From an optimization exercise on the open Yosys and OpenROAD flow, aimed at small area, a short achievable clock period and few clock cycles per item; shortcuts taken in it are not production practice.
The RTL was checked by simulation tests, not by an equivalence proof against the original design.

== job 9747 ==
Design ec_scalar_mul, start of the top module:
module ec_scalar_mul (
	input wire clk,
	input wire reset,
	input wire start,
	input wire [7:0] k,
	input wire [15:0] p_x,
	input wire [15:0] p_y,
	input wire p_inf,
	output reg busy,
	output reg done,
	output wire [15:0] r_x,
	output wire [15:0] r_y,
	output wire r_inf
);
	localparam [15:0] PM = 16'd65521;
	localparam [1:0] ST_IDLE = 2'd0, ST_RUN = 2'd1, ST_LOADP = 2'd2;
	localparam [1:0] LP_NEXT = 2'd0, LP_DBL = 2'd1, LP_INF = 2'd2;
	reg [6:0] upc, nupc;
	reg [1:0] st, nst, ldk;
	reg [6:0] kreg;  
	reg [2:0] cnt;  
	reg cur_bit;  
	reg dbl_add;  
	reg hz, rz;  
	reg rinf;
	reg [15:0] X, Y, Z, PX, PY, T1, T2, T3, T4;
	assign r_x = X;
	assign r_y = Y;
	assign r_inf = rinf;
	reg c_m_en, r_m_en;
	reg [6:0] c_m_a, r_m_a;
	reg [5:0] c_m_b, r_m_b;
	reg c_m_sh, r_m_sh;
	reg [3:0] c_m_d, r_m_d;
	reg c_a_en, r_a_en;
	reg [4:0] c_a_a, r_a_a;
	reg [3:0] c_a_b, r_a_b;
	reg c_a_sub, r_a_sub;
	reg c_a_dbl, r_a_dbl;
	reg [3:0] c_a_d, r_a_d;
	reg c_f_h, r_f_h;
	reg c_f_r, r_f_r;
	always @(*) begin
		r_m_en = 1'd0;
		r_m_a = 7'd0;
		r_m_b = 6'd0;
		r_m_sh = 1'd0;
		r_m_d = 4'd0;
		case (nupc)
			7'd0: begin r_m_en = 1'b1; r_m_a = 7'd1; r_m_b = 6'd1; r_m_sh = 1'b0; r_m_d = 4'd4; end  
  ...
clock: 7.0 ns
lec_check: 0
cap_margin: 20
core_margin: 2
core_utilization: 40
slew_margin: 20
run.sh (not shown) runs the stock make flow with config.mk's settings and CLKGATE_MAP_FILE= SYNTH_SCRIPT=/design/flow/synth_recipe.tcl, a recipe that flattens the netlist after the stock synthesis.
Testbench counts of job 9747, summed over its fixed seeds: cycles 25,395, items 192.
### job 9747 -> job 7405
Settings: SETUP_SLACK_MARGIN now 1.2, previously not set.
[summary]
Job 7405 closes out successfully: all stages finished, all timing, DRC and antenna checks passed.
Global-route usage in job 7405 is 1.4 points above job 9747.
Against job 9747, job 7405 reports a sequential share of layout area that is lower.
Looking at flop-to-flop setup slack across job 7405 and job 9747, the one that comes out higher is job 7405.
Re critical path buffer and inverter count: job 7405 and job 9747 aren't equal, and the lower value belongs to job 9747.
On wire length, job 7405 does worse than job 9747.
Job 7405 vs. job 9747: count of non-filler cells in the finished layout now larger; minimum hold slack down 0.010 ns; post-layout utilization of the core now larger; pin count of the biggest net entering global routing has remained practically unchanged.
Relative to job 9747, critical path depth increased by 5 in job 7405.
Input-level comparison between job 9176 and job 7405:
Settings: a change of SETUP_SLACK_MARGIN from 1.2 to 0.3.
==> comparison <==
Routed wire length per instance, job 9176 vs job 7405: down by a few percent
Compared with job 7405, job 9176 shows hold slack higher by 0.0064 ns.
Area of the die came out exactly the same in job 9176 and job 7405.
The non-clock buffer instance count of the final layout in job 9176 is 0.75 times that in job 7405.
Sort job 9176 and job 7405 by worst setup slack, ascending, and job 9176 comes first.
#### Input delta (job 264 over job 9176)
Settings: SETUP_SLACK_MARGIN: 0.3 -> 0.6.
[summary]
Share of the final layout cell area in sequential cells for job 264 is lower than for job 9176. Footprint of the flip-flops and latches of job 264 is on par with job 9176. Setup slack ends up higher on job 264. Job 264 vs. job 9176: maximum frequency went up by about 3.6%. Job 264 falls short of job 9176 in total routed wirelength.

---

Another version of the RTL of ec_scalar_mul (not shown whole).
Size in the first run: about 3100 cells after synthesis, ~270 flip-flops, roughly 29000 µm² of cells after synthesis.
clock: 7.0 ns
lec_check: 0
cap_margin: 20
core_margin: 2
core_utilization: 60
slew_margin: 20
Testbench counts at the start, summed over its fixed seeds: cycles 25,864, items 192.
==> next run, changes <==
--- a/flow/config.mk
+++ b/flow/config.mk
@@ -6,6 +6,7 @@
 export NUM_CORES = 4
 export LEC_CHECK = 0
+export ABC_AREA = 1
 export CAP_MARGIN = 20
 export CORE_MARGIN = 2
-export CORE_UTILIZATION = 60
+export CORE_UTILIZATION = 40
 export SLEW_MARGIN = 20
Outcome: The new run went through all stages and came out clean; global-route usage shrinks by 12 points; fmax rises by 4.8%; clock-buffer cell count increases by 4; register-to-register slack is better by 0.32 ns; final area went up by about 3.7%; routed wire length went up by 11%; synthesized area climbs by 3.8%.
==> next run, changes <==
--- a/flow/config.mk
+++ b/flow/config.mk
@@ -6,5 +6,4 @@
 export NUM_CORES = 4
 export LEC_CHECK = 0
-export ABC_AREA = 1
 export CAP_MARGIN = 20
 export CORE_MARGIN = 2
Setup slack loses 0.16 ns; final cell count went down by 19%; synthesized cell count went down by 24%.

---

## v8
Another version of the RTL of ec_scalar_mul (not shown whole).
Size: roughly 3100 cells after synthesis, ~79 I/O pins.
## ec_scalar_mul
module ec_scalar_mul (
	input wire clk,
	input wire reset,
	input wire start,
	input wire [7:0] k,
	input wire [15:0] p_x,
	input wire [15:0] p_y,
	input wire p_inf,
	output reg busy,
	output reg done,
	output wire [15:0] r_x,
	output wire [15:0] r_y,
	output wire r_inf
);
clock: 7.0 ns
lec_check: 0
cap_margin: 20
core_margin: 2
core_utilization: 40
setup_slack_margin: 0.9
slew_margin: 20
Testbench counts of v8, summed over its fixed seeds: cycles 25,580, items 192.
Input-level comparison between v15 and v8:
Settings: a change of SETUP_SLACK_MARGIN from 0.9 to 0.3.
Notes after the runs:
Compared with v8, v15 shows a lower first-iteration DRC count.
The area taken by multi-input logic gates number comes out higher for v8 vs v15.

afterwards: timing with drivers on the ports:
No port has a modelled driver above. Below, the same layouts with a new extraction and two added sets of constraints. Step 1 sets driving cells, clkbuf_16 on the clock port and buf_2 on the other inputs (assumed; they add their load-dependent delay and slew). Step 2 adds t to the input delays and takes it off the output delays; t is the mean of the earliest and latest rising clock arrival at the registers after step 1. Input paths then give back, and output paths get back, about the clock's delay inside the block. Three values: ideal, step 1, step 2; two values: the first two.
| run | t, ns | slack for setup (ns) | worst data-port slew with drivers (ns) | cell pins on the clock port's net |
|---|---|---|---|---|
| job 9747 | 0.621 | 0.409 / 0.409 / 0.409 | 0.05 | 1 |
| job 7405 | 0.631 | 0.855 / 0.855 / 0.855 | 0.05 | 1 |
| job 9176 | 0.647 | 0.435 / 0.435 / 0.435 | 0.06 | 1 |
| job 264 | 0.637 | 0.662 / 0.662 / 0.662 | 0.06 | 1 |
| the first run of note 2 | 0.643 | 0.112 / 0.112 / 0.112 | 0.10 | 1 |
| the second run of note 2 | 0.641 | 0.429 / 0.429 / 0.429 | 0.10 | 1 |
| the third run of note 2 | 0.639 | 0.273 / 0.273 / 0.273 | 0.04 | 1 |
| v8 | 0.624 | 0.754 / 0.754 / 0.754 | 0.05 | 1 |
| v15 | 0.608 | 0.430 / 0.430 / 0.430 | 0.06 | 1 |
After both steps setup and hold are still met in every run listed.
